Source: an optimization exercise on an open RTL-to-GDS flow (aim: a short achievable clock period and few clock cycles). Production flows keep margins and buffers that such runs may drop. Only simulation tests tie the RTL to the original design; equivalence was not proved. Power figures rest on the tool's default switching activity, not on a simulated workload.

### flow/flow/run.sh
#!/bin/bash
set -euo pipefail
bash standard.sh SETUP_SLACK_MARGIN=9 finish > standard.log 2>&1
### flow/standard.sh
#!/bin/bash
# synth_recipe.tcl (not shown) runs the flow's synth.tcl, then flattens the netlist and writes it again
# the make line also repeats each setting of config.mk as NAME=value (left out here)
make -C /OpenROAD-flow-scripts/flow DESIGN_CONFIG=/design/flow/config.mk WORK_HOME=/design/flow/orfs CLKGATE_MAP_FILE= SYNTH_SCRIPT=/design/flow/synth_recipe.tcl "${@:-finish}"
### flow/config.mk
export PLATFORM = sky130hd
export DESIGN_NAME = cpu
export DESIGN_NICKNAME = cpu
export VERILOG_FILES = /design/flow/design.v
export SDC_FILE = /design/flow/constraint.sdc
export NUM_CORES = 4
export LEC_CHECK = 0
export ABC_CLOCK_PERIOD_IN_PS = 2500
export CAP_MARGIN = 30
export CORE_MARGIN = 2
export CORE_UTILIZATION = 30
export SLEW_MARGIN = 30
export TNS_END_PERCENT = 25
### flow/constraint.sdc
create_clock -name core_clock -period 10.5 [get_ports {clk}]
set_input_delay 2.1000 -clock core_clock [delete_from_list [all_inputs] [get_ports {clk}]]
set_output_delay 2.1000 -clock core_clock [all_outputs]
set_load 0.01 [all_outputs]
### flow/design.v
package cpu_pkg;
    typedef logic [32-1:0]    word_t;      
    typedef logic [5-1:0] reg_idx_t;
    typedef logic [16-1:0]     imm_t;       
    typedef logic [5-1:0]   shamt_t;     
    typedef logic [6-1:0]      fn_t;
    typedef logic [4-1:0]  alu_op_t;
    typedef enum logic [6-1:0] {
        op_and  = 6'b000000,
        op_or   = 6'b000001,
        op_nor  = 6'b000010,
        op_xor  = 6'b000011,
        op_add  = 6'b000100,
        op_sub  = 6'b000101,
        op_andi = 6'b100000,
        op_ori  = 6'b100001,
        op_xori = 6'b100011,
        op_addi = 6'b100100,
        op_lw   = 6'b101000,
        op_sw   = 6'b101001,
        op_beq  = 6'b010101,
        op_bne  = 6'b110101,
        op_nop  = 6'b010011,
        op_halt = 6'b010111
    } opcode_e;
    typedef enum logic [2:0] {
        bus_pc,
        bus_reg,
        bus_imm,
        bus_alu,
        bus_membuf
    } bus_src_e;
    typedef enum logic [4:0] {
        fetch_addr, fetch_wait, decode,
        alu_op, alu_wb, imm_op, imm_wb,
        br_cmp, br_test, br_add, br_load,
        mem_addr, mem_mar, load_wait, load_wb, store_wait,
        done, fault
    } state_e;
endpackage
`timescale 1ns/1ps
module ks_add #(
    parameter int W = 32,
    parameter int L = 5          
) (
    input  logic [W-1:0] a,
    input  logic [W-1:0] b,
    input  logic         cin,
    output logic [W-1:0] s
);
    logic [W-1:0] g [L+1];
    logic [W-1:0] p [L+1];
    logic [W-1:0] c;
    always_comb begin
        g[0] = a & b;
        p[0] = a ^ b;
        g[0][0] = (a[0] & b[0]) | ((a[0] ^ b[0]) & cin);    
        for (int l = 0; l < L; l++) begin
            for (int i = 0; i < W; i++) begin
                if (i >= (1 << l)) begin
                    g[l+1][i] = g[l][i] | (p[l][i] & g[l][i - (1 << l)]);
                    p[l+1][i] = p[l][i] & p[l][i - (1 << l)];
                end else begin
                    g[l+1][i] = g[l][i];
                    p[l+1][i] = p[l][i];
                end
            end
        end
        c = {g[L][W-2:0], cin};      
        s = p[0] ^ c;
    end
endmodule
module alu (
    input  logic [5:0]     op_oh,
    input  cpu_pkg::word_t a,
    input  cpu_pkg::word_t b,
    output cpu_pkg::word_t y
);
    cpu_pkg::word_t sum, diff;
    ks_add #(.W(32)) add_i (.a(a), .b(b),  .cin(1'b0), .s(sum));
    ks_add #(.W(32)) sub_i (.a(a), .b(~b), .cin(1'b1), .s(diff));
    assign y = ({32{op_oh[0]}} & (a & b))
             | ({32{op_oh[1]}} & (a | b))
             | ({32{op_oh[2]}} & ~(a | b))
             | ({32{op_oh[3]}} & (a ^ b))
             | ({32{op_oh[4]}} & sum)
             | ({32{op_oh[5]}} & diff);
endmodule
`timescale 1ns/1ps
module register_file (
    input  logic              clk,
    input  logic              reset_b,
    input  logic              wr,
    input  cpu_pkg::reg_idx_t widx,
    input  cpu_pkg::word_t    wdata,
    input  cpu_pkg::reg_idx_t aidx,
    input  cpu_pkg::reg_idx_t bidx,
    input  logic [32-1:0] aoh,    
    input  logic [32-1:0] boh,
    output cpu_pkg::word_t    adata,
    output cpu_pkg::word_t    bdata
);
    cpu_pkg::word_t regs [1:32-1];
    always_ff @(posedge clk or negedge reset_b) begin
        if (!reset_b) begin
            for (int i = 1; i < 32; i++) begin
                regs[i] <= '0;
            end
        end else if (wr && widx != '0) begin
            regs[widx] <= wdata;
        end
    end
    cpu_pkg::word_t ard;
    cpu_pkg::word_t brd;
    always_comb begin
        ard = '0;
        brd = '0;
        for (int i = 1; i < 32; i++) begin
            ard = ard | ({32{aoh[i]}} & regs[i]);
            brd = brd | ({32{boh[i]}} & regs[i]);
        end
    end
    assign adata = (wr && widx == aidx) ? wdata : ard;
    assign bdata = (wr && widx == bidx) ? wdata : brd;
endmodule
`timescale 1ns/1ps
module cpu (
    input  logic  clk,
    input  logic  reset_b,
    output cpu_pkg::word_t mem_addr,
    output cpu_pkg::word_t mem_wdata,
    output logic  mem_rd,
    output logic  mem_wr,
    input  cpu_pkg::word_t mem_rdata,
    input  logic  mem_ready,     
    output logic  complete,
    output logic  error
);
    localparam logic [2:0] K_ALU   = 3'd0;
    localparam logic [2:0] K_LD    = 3'd1;
    localparam logic [2:0] K_ST    = 3'd2;
    localparam logic [2:0] K_HALT  = 3'd3;
    localparam logic [2:0] K_FAULT = 3'd4;
    localparam logic [2:0] K_BR    = 3'd5;
    logic           p_rd;
    logic           p_wr;
    logic           p_fetch;         
    logic           p_disc;          
    cpu_pkg::word_t p_addr;
    cpu_pkg::word_t p_wdata;
    assign mem_rd    = p_rd;
    assign mem_wr    = p_wr;
    assign mem_addr  = p_addr;
    assign mem_wdata = p_wdata;
    logic p_free;                    
    logic f_ret;                     
    logic ld_ret;                    
    assign p_free = ~(p_rd | p_wr) | mem_ready;
    assign f_ret  = p_fetch & ~p_disc & mem_ready;
    assign ld_ret = p_rd & ~p_fetch & mem_ready;
    logic [5:0]        r_op;
    logic              r_br;
    logic              r_stop;
    logic              r_useb;
    cpu_pkg::reg_idx_t r_bidx;
    assign r_op   = mem_rdata[31:26];
    assign r_br   = (r_op[4:0] == 5'b10101);
    assign r_stop = r_br | (r_op == 6'b010111);
    assign r_bidx = (r_op[5:4] == 2'b00) ? mem_rdata[15:11] : mem_rdata[25:21];
    assign r_useb = (r_op[5:4] == 2'b00) | r_br | (r_op == 6'b101001);
    cpu_pkg::word_t    fpc;          
    logic              fstop;        
    localparam int IW = 4;               
    localparam int CW = 1 << IW;
    localparam int TW = 10 - IW;         
    logic [CW-1:0]     c_v;
    logic [TW-1:0]     c_t [CW];
    cpu_pkg::word_t    c_d [CW];
    logic              c0_v, c1_v, re_v, ro_v;
    logic [TW-1:0]     c0_t, c1_t, re_t, ro_t;
    cpu_pkg::word_t    c0_d, c1_d, re_d, ro_d;
    logic              re_b, ro_b;
    logic [9:0]        re_tl, ro_tl;
    logic              rpar;         
    logic              c0_ok, c1_ok;     
    logic              c_blk;        
    logic [CW-1:0]     c_b;          
    logic [9:0]        c_tl [CW];    
    logic              c0_b, c1_b;
    logic [9:0]        c0_tl, c1_tl;
    logic              d_v, q_v;
    cpu_pkg::word_t    d_ir, q_ir;
    cpu_pkg::word_t    d_pc, q_pc;
    cpu_pkg::word_t    d_pc1, q_pc1;     
    logic              d_useb, q_useb;
    cpu_pkg::reg_idx_t d_bidx, q_bidx;
    logic [31:0]       d_aoh, d_boh;     
    logic              d_pdone;      
    logic              q_pdone;
    logic              d_stp, q_stp;     
    logic              e_v;
    logic [2:0]        e_kind;
    cpu_pkg::word_t    e_a;
    cpu_pkg::word_t    e_b;
    cpu_pkg::word_t    e_imm;
    logic [5:0]        e_op_oh;      
    cpu_pkg::shamt_t   e_sh;
    logic              e_shnz;       
    cpu_pkg::reg_idx_t e_rd;
    logic              e_iss;        
    logic              e_done;       
    logic              e_bne;
    logic              e_pred;       
    cpu_pkg::word_t    e_x;          
    logic              e_mps;        
    cpu_pkg::word_t    e_alt, e_alt1;    
    cpu_pkg::word_t    alu_y;
    logic              w_v;
    cpu_pkg::reg_idx_t w_rd;
    cpu_pkg::word_t    w_raw;
    cpu_pkg::shamt_t   w_sh;
    cpu_pkg::word_t    w_val;
    logic [63:0]       w_dbl;
    logic              hz_pend;      
    logic              done_q;
    logic              fault_q;
    logic [5:0]        d_op;
    cpu_pkg::reg_idx_t d_r1, d_r2;
    logic d_isreg, d_isimm, d_islw, d_issw, d_isnop, d_ishalt, d_isbr, d_fault, d_usea;
    cpu_pkg::word_t    d_sext;
    assign d_op    = d_ir[31:26];
    assign d_r1    = d_ir[25:21];
    assign d_r2    = d_ir[20:16];
    assign d_sext  = {{(32-16){d_ir[15]}}, d_ir[15:0]};
    assign d_isreg = (d_op[5:3] == 3'b000) && (d_op[2:0] <= 3'd5);
    assign d_isimm = (d_op == 6'b100000) || (d_op == 6'b100001) ||
                     (d_op == 6'b100011) || (d_op == 6'b100100);
    assign d_islw  = (d_op == 6'b101000);
    assign d_issw  = (d_op == 6'b101001);
    assign d_isnop = (d_op == 6'b010011);
    assign d_ishalt = (d_op == 6'b010111);
    assign d_isbr  = (d_op[4:0] == 5'b10101);
    assign d_fault = ~(d_isreg | d_isimm | d_islw | d_issw | d_isnop | d_ishalt | d_isbr)
                   | (d_isreg && d_ir[5:0] != 6'b000000)
                   | ((d_isreg | d_isimm | d_islw) && d_r1 == '0);
    assign d_usea  = d_isreg | d_isimm | d_islw | d_issw | d_isbr;
    cpu_pkg::word_t ra, rb;
    register_file regs_i (
        .clk     (clk),
        .reset_b (reset_b),
        .wr      (w_v),
        .widx    (w_rd),
        .wdata   (w_val),
        .aidx    (d_r2),
        .bidx    (d_bidx),
        .aoh     (d_aoh),
        .boh     (d_boh),
        .adata   (ra),
        .bdata   (rb)
    );
    logic e_wreg, dep, e_fw, fw_a, fw_b;
    cpu_pkg::word_t oa, ob;
    assign e_fw   = e_v && e_kind == K_ALU && !e_shnz;
    assign e_wreg = e_v && ((e_kind == K_ALU && e_shnz) || (e_kind == K_LD && !e_done));
    assign dep    = e_wreg && ((d_usea && d_r2 == e_rd) || (d_useb && d_bidx == e_rd));
    assign fw_a   = e_fw && d_r2 == e_rd;
    assign fw_b   = e_fw && d_bidx == e_rd;
    assign oa     = fw_a ? alu_y : ra;
    assign ob     = fw_b ? alu_y : rb;
    logic e_stop, e_free;
    assign e_stop = e_v && (e_kind == K_HALT || e_kind == K_FAULT);
    logic e_free0;
    assign e_free0 = !e_v || e_kind == K_ALU || e_kind == K_BR || (e_kind == K_ST && e_iss) ||
                     (e_kind == K_LD && e_done);
    assign e_free  = e_free0 || (e_kind == K_LD && ld_ret);
    logic hz_now;
    cpu_pkg::word_t flush_pc, flush_pc1;
    assign hz_now    = e_v && e_kind == K_ST && e_iss &&
                       ((d_v && d_pc[9:0] == p_addr[9:0]) || (q_v && q_pc[9:0] == p_addr[9:0]));
    assign flush_pc  = d_v ? d_pc : q_pc;
    assign flush_pc1 = d_v ? d_pc1 : q_pc1;
    logic mp;
    assign mp = e_v && e_kind == K_BR && ((|e_x) == e_mps);    
    logic d_act, d_go, d_leave, d_pred;
    cpu_pkg::word_t d_tgt, d_tgt1;
    assign d_act   = d_v && !hz_now && !hz_pend && !e_stop;
    assign d_go    = d_act && !d_isnop && !dep && e_free;
    assign d_leave = d_go || (d_act && d_isnop && (e_free || e_kind != K_ST));
    logic d_leave0;
    assign d_leave0 = d_act && (d_isnop ? (e_free0 || e_kind != K_ST) : (!dep && e_free0));
    logic d_ptk;
    assign d_ptk   = d_ir[15] || ((d_r1 == d_r2) ^ d_op[5]);
    assign d_pred  = d_act && d_isbr && d_ptk && !d_pdone;    
    logic d_res;         
    assign d_res   = d_act && d_isbr && !d_ptk && !d_pdone && d_stp;
    ks_add #(.W(32)) tgt_i  (.a(d_pc),  .b(d_sext), .cin(1'b1), .s(d_tgt));
    ks_add #(.W(32)) tgt1_i (.a(d_pc1), .b(d_sext), .cin(1'b1), .s(d_tgt1));
    logic space;
    logic f_allow, e_req, f_issue;
    cpu_pkg::word_t f_addr, f_addr1, e_addr;
    assign space   = d_leave0 || !d_v || !(q_v || f_ret);
    logic              st_chk;       
    logic              st_c;         
    logic              c_hit, c_del, f_ok;
    cpu_pkg::word_t    c_word;
    logic [IW-1:0]     c0_idx, c1_idx;
    assign st_chk = e_v && e_kind == K_ST && e_iss;
    assign st_c   = st_chk && p_addr[31:10] == '0;
    assign c_word = c1_ok ? c1_d : c0_d;
    assign c_hit  = (c1_ok ? (c1_v && c1_t == fpc[9:IW]) : (c0_ok && c0_v && c0_t == fpc[9:IW])) &&
                    fpc[31:10] == '0 && !c_blk && !(st_c && p_addr[9:0] == fpc[9:0]);
    logic [IW-1:0] r_tgt_lo;
    assign r_tgt_lo = d_pc[IW-1:0] + d_ir[IW-1:0] + IW'(1);
    logic d_bb;
    assign d_bb     = d_v && d_isbr && d_ptk && !d_pdone;
    logic c_bb;
    logic [9:0] c_tl_sel;
    assign c_bb     = c1_ok ? (c1_b && c1_v) : (c0_ok && c0_b && c0_v);
    assign c_tl_sel = c1_ok ? c1_tl : c0_tl;
    assign c0_idx   = d_bb ? r_tgt_lo : c_bb ? c_tl_sel[IW-1:0] : fpc[IW-1:0];
    assign c1_idx   = c0_idx + IW'(1);
    logic [IW-2:0] ce_idx;
    assign ce_idx = c0_idx[IW-1:1] + (IW-1)'(c0_idx[0]);
    assign c0_v  = rpar ? ro_v  : re_v;
    assign c0_t  = rpar ? ro_t  : re_t;
    assign c0_d  = rpar ? ro_d  : re_d;
    assign c0_b  = rpar ? ro_b  : re_b;
    assign c0_tl = rpar ? ro_tl : re_tl;
    assign c1_v  = rpar ? re_v  : ro_v;
    assign c1_t  = rpar ? re_t  : ro_t;
    assign c1_d  = rpar ? re_d  : ro_d;
    assign c1_b  = rpar ? re_b  : ro_b;
    assign c1_tl = rpar ? re_tl : ro_tl;
    assign f_ok    = !e_stop && !hz_now && !hz_pend && !d_pred && !fstop && !(f_ret && r_stop) && space;
    logic f_okc;
    logic d_pred0;
    assign d_pred0 = d_v && !hz_pend && !e_stop && d_isbr && d_ptk && !d_pdone;
    assign f_okc   = !e_stop && !hz_pend && !d_pred0 && !fstop && (d_leave0 || !d_v || !q_v);
    assign c_del   = f_okc && c_hit && !p_fetch;
    assign f_allow = hz_pend || (f_ok && !c_hit);
    assign f_addr  = hz_pend ? flush_pc  : fpc;
    assign f_addr1 = hz_pend ? flush_pc1 : fpc + 32'd1;
    assign e_req   = e_v && (e_kind == K_LD || e_kind == K_ST) && !e_iss;
    ks_add #(.W(32)) addr_i (.a(e_a), .b(e_imm), .cin(1'b0), .s(e_addr));
    assign f_issue = p_free && !e_req && (mp || f_allow);
    logic [16:0] fill_tgt;
    logic           fq_v;
    logic [9:0]     fq_a;
    cpu_pkg::word_t fq_d;
    logic           fq_w;
    assign fq_w     = fq_v && !(st_c && p_addr[9:0] == fq_a);
    assign fill_tgt = {7'd0, fq_a} + {fq_d[15], fq_d[15:0]} + 17'd1;
    logic              a_ret;
    cpu_pkg::word_t    a_ir, a_pc;
    logic [5:0]        a_op;
    logic              a_br, a_stop, a_useb, a_pdone;
    cpu_pkg::reg_idx_t a_bidx;
    assign a_ret  = f_ret || c_del;
    assign a_ir   = c_del ? c_word : mem_rdata;
    assign a_pc   = c_del ? fpc : p_addr;
    assign a_op   = a_ir[31:26];
    assign a_br   = (a_op[4:0] == 5'b10101);
    assign a_pdone = c_del && c_bb;
    assign a_stop = c_del ? ((a_br & (a_ir[15] | ((a_ir[25:21] == a_ir[20:16]) ^ a_op[5])) & ~a_pdone) |
                             (a_op == 6'b010111))
                          : r_stop;
    assign a_bidx = (a_op[5:4] == 2'b00) ? a_ir[15:11] : a_ir[25:21];
    assign a_useb = (a_op[5:4] == 2'b00) | a_br | (a_op == 6'b101001);
    alu alu_i (
        .op_oh (e_op_oh),
        .a  (e_a),
        .b  (e_b),
        .y  (alu_y)
    );
    assign w_dbl = {w_raw, w_raw} << w_sh;
    assign w_val = w_dbl[63:32];
    always_ff @(posedge clk or negedge reset_b) begin
        if (!reset_b) begin
            p_rd    <= 1'b1;             
            p_wr    <= 1'b0;
            p_fetch <= 1'b1;
            p_disc  <= 1'b0;
            p_addr  <= '0;
            fpc     <= 32'd1;
            fstop   <= 1'b0;
            d_v     <= 1'b0;
            q_v     <= 1'b0;
            d_pdone <= 1'b0;
            c_v     <= '0;
            fq_v    <= 1'b0;
            c0_ok   <= 1'b0;
            c1_ok   <= 1'b0;
            c_blk   <= 1'b0;
            e_v     <= 1'b0;
            e_iss   <= 1'b0;
            e_done  <= 1'b0;
            w_v     <= 1'b0;
            hz_pend <= 1'b0;
            done_q  <= 1'b0;
            fault_q <= 1'b0;
        end else begin
            if (p_free) begin
                if (e_req) begin
                    p_rd    <= (e_kind == K_LD);
                    p_wr    <= (e_kind == K_ST);
                    p_fetch <= 1'b0;
                    p_addr  <= e_addr;
                end else if (mp || f_allow) begin
                    p_rd    <= 1'b1;
                    p_wr    <= 1'b0;
                    p_fetch <= 1'b1;
                    p_addr  <= mp ? e_alt : f_addr;
                end else begin
                    p_rd    <= 1'b0;
                    p_wr    <= 1'b0;
                    p_fetch <= 1'b0;
                end
                p_disc <= 1'b0;
            end else if (mp) begin
                p_disc <= 1'b1;          
            end
            if (mp) begin
                fpc   <= f_issue ? e_alt1 : e_alt;
                fstop <= 1'b0;
                c0_ok <= 1'b0;
                c1_ok <= 1'b0;
            end else begin
                if (d_pred) begin
                    fpc   <= d_tgt;              
                    c0_ok <= 1'b1;
                    c1_ok <= 1'b0;
                end else if (c_del && c_bb) begin
                    fpc   <= {22'd0, c_tl_sel};   
                    c0_ok <= 1'b1;
                    c1_ok <= 1'b0;
                end else if (f_issue || c_del) begin
                    fpc   <= f_addr1;
                    c0_ok <= 1'b0;
                    c1_ok <= !hz_pend && !d_bb && !c_bb;    
                end else if (hz_pend) begin
                    fpc   <= f_addr;
                    c0_ok <= 1'b0;
                    c1_ok <= 1'b0;
                end else begin
                    c0_ok <= !d_bb && !c_bb;
                    c1_ok <= 1'b0;
                end
                if (hz_pend || d_pred || d_res) begin
                    fstop <= 1'b0;
                end else if (a_ret && a_stop) begin
                    fstop <= 1'b1;
                end
            end
            fq_v  <= p_fetch && mem_ready && p_addr[31:10] == '0;
            c_blk <= st_c && (p_addr[IW-1:0] == c0_idx || p_addr[IW-1:0] == c1_idx);
            for (int i = 0; i < CW; i++) begin
                if (fq_w && fq_a[IW-1:0] == IW'(i)) begin
                    c_v[i] <= 1'b1;
                end else if (st_c && p_addr[IW-1:0] == IW'(i) && c_t[i] == p_addr[9:IW]) begin
                    c_v[i] <= 1'b0;
                end
            end
            if (mp || hz_pend) begin
                d_v <= 1'b0;
                q_v <= 1'b0;
            end else if (d_v && !d_leave) begin
                if (!q_v && a_ret) begin
                    q_v <= 1'b1;
                end
            end else if (q_v) begin
                d_v <= 1'b1;
                q_v <= a_ret;
            end else begin
                d_v <= a_ret;
            end
            if (d_v && !d_leave) begin
                if (d_pred || d_res) d_pdone <= 1'b1;
            end else if (q_v) begin
                d_pdone <= q_pdone;
            end else begin
                d_pdone <= a_pdone;
            end
            if (d_go) begin
                e_v    <= !mp;
                e_iss  <= 1'b0;
                e_done <= 1'b0;
            end else if (e_free) begin
                e_v    <= 1'b0;
            end else begin
                if (p_free && e_req) e_iss <= 1'b1;
                if (ld_ret) e_done <= 1'b1;
            end
            w_v <= (e_v && e_kind == K_ALU) || ld_ret;
            hz_pend <= hz_now;
            if (e_v && e_kind == K_HALT && (!(p_rd | p_wr) || mem_ready)) done_q <= 1'b1;
            if (e_v && e_kind == K_FAULT && (!(p_rd | p_wr) || mem_ready)) fault_q <= 1'b1;
        end
    end
    always_ff @(posedge clk) begin
        if (p_free && e_req) begin
            p_wdata <= e_b;
        end
        if (d_v && !d_leave) begin
            if (!q_v && a_ret) begin
                q_stp  <= a_stop;
                q_pdone <= a_pdone;
                q_ir   <= a_ir;
                q_pc   <= a_pc;
                q_pc1  <= a_pc + 32'd1;
                q_useb <= a_useb;
                q_bidx <= a_bidx;
            end
        end else if (q_v) begin
            d_aoh  <= 32'd1 << q_ir[20:16];
            d_boh  <= 32'd1 << q_bidx;
            d_ir   <= q_ir;
            d_pc   <= q_pc;
            d_pc1  <= q_pc1;
            d_useb <= q_useb;
            d_bidx <= q_bidx;
            d_stp  <= q_stp;
            q_stp  <= a_stop;
            q_pdone <= a_pdone;
            q_ir   <= a_ir;
            q_pc   <= a_pc;
                q_pc1  <= a_pc + 32'd1;
            q_useb <= a_useb;
            q_bidx <= a_bidx;
        end else begin
            d_stp  <= a_stop;
            d_aoh  <= 32'd1 << a_ir[20:16];
            d_boh  <= 32'd1 << a_bidx;
            d_ir   <= a_ir;
            d_pc   <= a_pc;
            d_pc1  <= a_pc + 32'd1;
            d_useb <= a_useb;
            d_bidx <= a_bidx;
        end
        fq_a <= p_addr[9:0];
        fq_d <= mem_rdata;
        if (fq_w) begin
            c_t[fq_a[IW-1:0]]  <= fq_a[9:IW];
            c_d[fq_a[IW-1:0]]  <= fq_d;
            c_b[fq_a[IW-1:0]]  <= (fq_d[30:26] == 5'b10101) && fill_tgt[16:10] == '0 &&
                                  (fq_d[15] || ((fq_d[25:21] == fq_d[20:16]) ^ fq_d[31]));
            c_tl[fq_a[IW-1:0]] <= fill_tgt[9:0];
        end
        rpar  <= c0_idx[0];
        re_v  <= c_v[{ce_idx, 1'b0}];
        re_t  <= c_t[{ce_idx, 1'b0}];
        re_d  <= c_d[{ce_idx, 1'b0}];
        re_b  <= c_b[{ce_idx, 1'b0}];
        re_tl <= c_tl[{ce_idx, 1'b0}];
        ro_v  <= c_v[{c0_idx[IW-1:1], 1'b1}];
        ro_t  <= c_t[{c0_idx[IW-1:1], 1'b1}];
        ro_d  <= c_d[{c0_idx[IW-1:1], 1'b1}];
        ro_b  <= c_b[{c0_idx[IW-1:1], 1'b1}];
        ro_tl <= c_tl[{c0_idx[IW-1:1], 1'b1}];
        if (d_go) begin
            e_kind <= d_fault  ? K_FAULT :
                      d_ishalt ? K_HALT  :
                      d_isbr   ? K_BR    :
                      d_islw   ? K_LD    :
                      d_issw   ? K_ST    : K_ALU;
            e_a    <= oa;
            e_b    <= d_isimm ? d_sext : ob;
            e_imm  <= d_sext;
            e_op_oh <= 6'(6'd1 << d_op[2:0]);
            e_sh   <= d_isreg ? d_ir[10:6] : '0;
            e_shnz <= d_isreg && d_ir[10:6] != '0;
            e_rd   <= d_r1;
            e_bne  <= d_op[5];
            e_pred <= d_ptk;
            e_x    <= oa ^ ob;
            e_mps  <= d_op[5] ^ d_ptk;
            e_alt  <= d_ptk ? d_pc1 : d_tgt;
            e_alt1 <= d_ptk ? d_pc1 + 32'd1 : d_tgt1;
        end
        if (e_v && e_kind == K_ALU) begin
            w_rd  <= e_rd;
            w_raw <= alu_y;
            w_sh  <= e_sh;
        end else begin
            w_rd  <= e_rd;
            w_raw <= mem_rdata;
            w_sh  <= '0;
        end
    end
    assign complete = done_q;
    assign error    = fault_q;
endmodule
==> run notes <==
power groups by stage:
| stage | combinational, mW | clock [mW] | sequential [mW] |
|---|---|---|---|
| finish | 39.6 | 9.98 | 17.7 |
| global route | 40.4 | 10.3 | 17.9 |
| CTS | 35.0 | 9.90 | 17.4 |
| detailed placement | 25.1 | 0 | 17.8 |
| global placement | 24.8 | 0 | 17.8 |
| floorplan | 16.6 | 0 | 16.6 |
registers in the layout (all words and copies together) (netlist names), 96 cells and up:
name         count
regs_i.regs    992
c_d            512
c_t             96
c_tl           160
final timing paths:
path / startpoint / to / slack, ns / cells past startpoint
worst min register to register: e_sh[3] / w_sh[3] / 0.44 / 1
worst max-delay path: p_addr[13] / fpc[0] / 6.02 / 19
max in group asynchronous: reset_b / p_addr[12] / 7.62 / 3
min in group asynchronous: reset_b / regs_i.regs[19][27] / 1.05 / 1
worst min-delay path: e_sh[3] / w_sh[3] / 0.44 / 1
worst max register to register: p_addr[13] / fpc[0] / 6.02 / 19
cells by family after synthesis:
group                    after synthesis  share of synthesized area
AND/OR/NAND/NOR                     3611                      0.127
AO/OA/AOI/OAI                       3170                      0.165
flip-flops                          2558                      0.562
buffers and inverters               1063                     0.0326
multiplexers                         547                     0.0605
XOR/XNOR                             440                     0.0311
adder cells (fa/ha/maj)              214                     0.0220
area by class of cell:
| cell class | instances | area, um^2 | share of cell area |
|---|---|---|---|
| diodes | 34 | 85.1 | 0.000519 |
| multi-input cells | 8001 | 57400 | 0.350 |
| flip-flops and latches | 2558 | 69600 | 0.425 |
| clock inverters | 94 | 881 | 0.00538 |
| repair inverters | 12 | 160 | 0.000977 |
| inverters | 193 | 820 | 0.00500 |
| clock buffers | 399 | 8010 | 0.0489 |
| well taps | 5451 | 6820 | 0.0416 |
| repair buffers | 1518 | 20100 | 0.123 |
what timing repair did:
action                                  4_1_cts  5_1_grt
pin swaps                                   446      240
buffers inserted                            588      263
endpoints found under the setup margin     4311     4300
gates cloned                                175       92
resized for setup                          2031      719
hold endpoints to repair                      0        0
layer usage:
layer	up-vias	wire length, um	GRT usage
li1	44900	-	-
met1	55400	212000	0.337
met2	10300	241000	0.365
met3	2694	97900	0.107
met4	32	48000	0.164
met5	-	296	0.00312
stage by stage:
stage | utilization | power [mW]
3_3_place_gp | 0.321 | 42.6
2_1_floorplan | - | 33.2
3_5_place_dp | 0.322 | 43.0
6_report | 0.400 | 67.3
5_1_grt | 0.399 | 68.6
4_1_cts | 0.382 | 62.3
cells in the mapped netlist (166+ instances only):
master / n / area share
a22oi_1: 391 / 0.024
mux2_2: 166 / 0.015
nand4_1: 180 / 0.0091
nand2_1: 1422 / 0.043
a21oi_1: 897 / 0.036
nor2_1: 1101 / 0.033
clkbuf_1: 769 / 0.023
mux2i_1: 237 / 0.019
edfxtp_1: 1282 / 0.31
a221oi_1: 288 / 0.020
dfrtp_1: 1088 / 0.22
xor2_1: 209 / 0.015
xnor2_1: 231 / 0.016
ha_1: 208 / 0.021
inv_1: 192 / 0.0058
dfxtp_1: 185 / 0.030
nand3_1: 414 / 0.017
a22o_1: 261 / 0.018
o21ai_0: 848 / 0.034
worst register-to-register path, stage by stage (launching register included):
cell and delay [ns]:
dfrtp_2 0.48, nor4_4 0.31, nand4_1 0.20, or4_4 0.57, or4_4 0.52, and3_4 0.23
buf_4 0.15, buf_6 0.11, buf_6 0.11, buf_6 0.10, buf_6 0.11, o41ai_4 0.24
buf_4 0.18, a21o_4 0.17, buf_16 0.15, buf_6 0.12, buf_4 0.11, mux2i_1 0.22
a211oi_1 0.10, a31oi_1 0.19
layout by cell type, fill, tap and decap left out, drive strengths merged, types with 59 or more instances in the layout:
cell type / instances
edfxtp: 1282
nand3: 415
a21oi: 897
o21ai: 853
a22o: 261
a221oi: 289
xnor2: 231
a222oi: 65
inv: 209
clkbuf: 466
mux4: 144
nand2: 1425
xor2: 209
nand2b: 59
ha: 208
dfrtp: 1088
dfxtp: 185
nor2: 1111
mux2i: 237
nor3: 162
nand4: 180
a22oi: 391
mux2: 171
buf: 1402
clkinv: 62
==> results.sh <==
export IMPL_run_status="finished clean"
export IMPL_power_share_clock=0.148
export IMPL_synthFlopType="edfxtp_1"
export IMPL_worst_path_buf_inv=9
export IMPL_fmax_ghz=0.223
export IMPL_finalWirelength_um=599000
export IMPL_start_kind="flip-flop"
export IMPL_netlist_area_um2=124000
export IMPL_synth_edf_count=1282
export IMPL_ant_nets=0
export IMPL_placementRows=235
export IMPL_tns_ns=0
export IMPL_cts_buffers=277
export IMPL_hold_ws_ns=0.439
export IMPL_fin_skew_ns=0.127
export IMPL_grt_pass1_vias=103000
export IMPL_yosysWarnings=6
export IMPL_comb_power_share=0.588
export IMPL_crit_fanout=7
export IMPL_p_switching_mw=31.0
export IMPL_maxSlewViolCount=0
export IMPL_drcViolationCount=0
export IMPL_dp_cells=16600
export IMPL_die_w_um=646
export IMPL_cp_top_family="simple AND/OR/NAND/NOR gates"
export IMPL_cp_arrival_ns=5.29
export IMPL_power_density_nw_per_um2=410
export IMPL_p_leak_nw=64.4
export IMPL_path_class="flip-flop to flip-flop"
export IMPL_hold_viol_final=0
export IMPL_rsz0062_at_grt="true"
export IMPL_p_sw_frac=0.461
export IMPL_clockBufferDepth=4
export IMPL_grt_max_degree=170
export IMPL_p_seq_frac=0.264
export IMPL_p_int_mw=36.3
export IMPL_grt_util_all_layers=0.263
export IMPL_irDropWorstVdd_uv=239
export IMPL_tightest_slew_ns=1.15
export IMPL_period_share=0.427
export IMPL_cp_cell_sequence="nor4_4, nand4_1, or4_4, or4_4, and3_4, buf_4, buf_6, buf_6, buf_6, buf_6, o41ai_4, buf_4, a21o_4, buf_16, buf_6, buf_4, mux2i_1, a211oi_1, a31oi_1"
export IMPL_syn_area_per_cell_um2=10.7
export IMPL_cts_tree="done"
export IMPL_cpMostUsedCell="buf_6"
export IMPL_antenna_found_initial=47
export IMPL_hpwl_um=305000
export IMPL_first_iter_violations=21600
export IMPL_fin_ws_ns=6.02
export IMPL_core_um2=410000
export IMPL_vias_per_cell=6.21
export IMPL_hp_class="flip-flop to flip-flop"
export IMPL_nNetsFinal=12800
export IMPL_ys_ff_latch=2558
export IMPL_cts_hold_buf=0
export IMPL_root_buffer="clkbuf_16"
export IMPL_dr_total_vias=113000
export IMPL_synth_nets=11900
export IMPL_slew_headroom=0.235
export IMPL_num_io_pins=103
export IMPL_globalRouteOverflowTotal=0
export IMPL_htree_num_levels=5
export IMPL_critPathCaptureType="flip-flop"
export IMPL_gp_congestion=0.957
export IMPL_cp_slowest_stage_delay_ns=0.57
export IMPL_port_buffers=102
export IMPL_area_delta_synth_final_pct=32.5
export IMPL_dp_slack_ns=4.48
export IMPL_period_needed_ns=4.48
export IMPL_ys_types=95
export IMPL_layout_cells_non_filler=18300
export IMPL_wire_per_inst_um=32.8
export IMPL_drtPass1Iterations=12
export IMPL_drive_gt1_frac=0.257
export IMPL_async_flop_share=0.427
export IMPL_fillers=37900
export IMPL_placed_area_um2=132000
export IMPL_setup_viol=0
export IMPL_clkSlewWorstSetupHoldPaths_ns=0.08
export IMPL_clock_sinks=2558
export IMPL_synth_cells=11600
export IMPL_dieArea_um2=418000
export IMPL_cp_required_ns=11.31
export IMPL_cpMaxStageDelayCell="or4_4"
export IMPL_clock_latency_ns=0.93
export IMPL_grt_pass1_wl_um=791000
export IMPL_die_y_um=646
export IMPL_final_cell_area_um2=164000
export IMPL_max_cap_viol_count=0
export IMPL_ys_seq_area_frac=0.562
export IMPL_start_util=0.302
Testbench counts, summed over its fixed seeds: cycles 66,447.

==> afterwards: timing with drivers on the ports <==
How much do the figures lean on ideal ports? The routed layout below was timed once more, with nothing changed but the port constraints. Step 1 sets driving cells, clkbuf_16 on the clock port and buf_2 on the other inputs (assumed; they add their load-dependent delay and slew). Step 2 moves the port delays by t, midway between the first and last clock arrival at a register: inputs arrive t later, outputs are due t later. That takes back most of the time a late clock gives input paths. a / b / c = ideal ports / drivers / drivers and shift; a / b = the first two.
t, ns: 0.978
setup slack, ns: 6.022 / 6.022 / 5.256
cell pins on the clock port's net: 1
After both steps this run still meets setup and hold. The setup slack of this run moves by 0.000 ns with the drivers and by -0.766 ns with both steps.
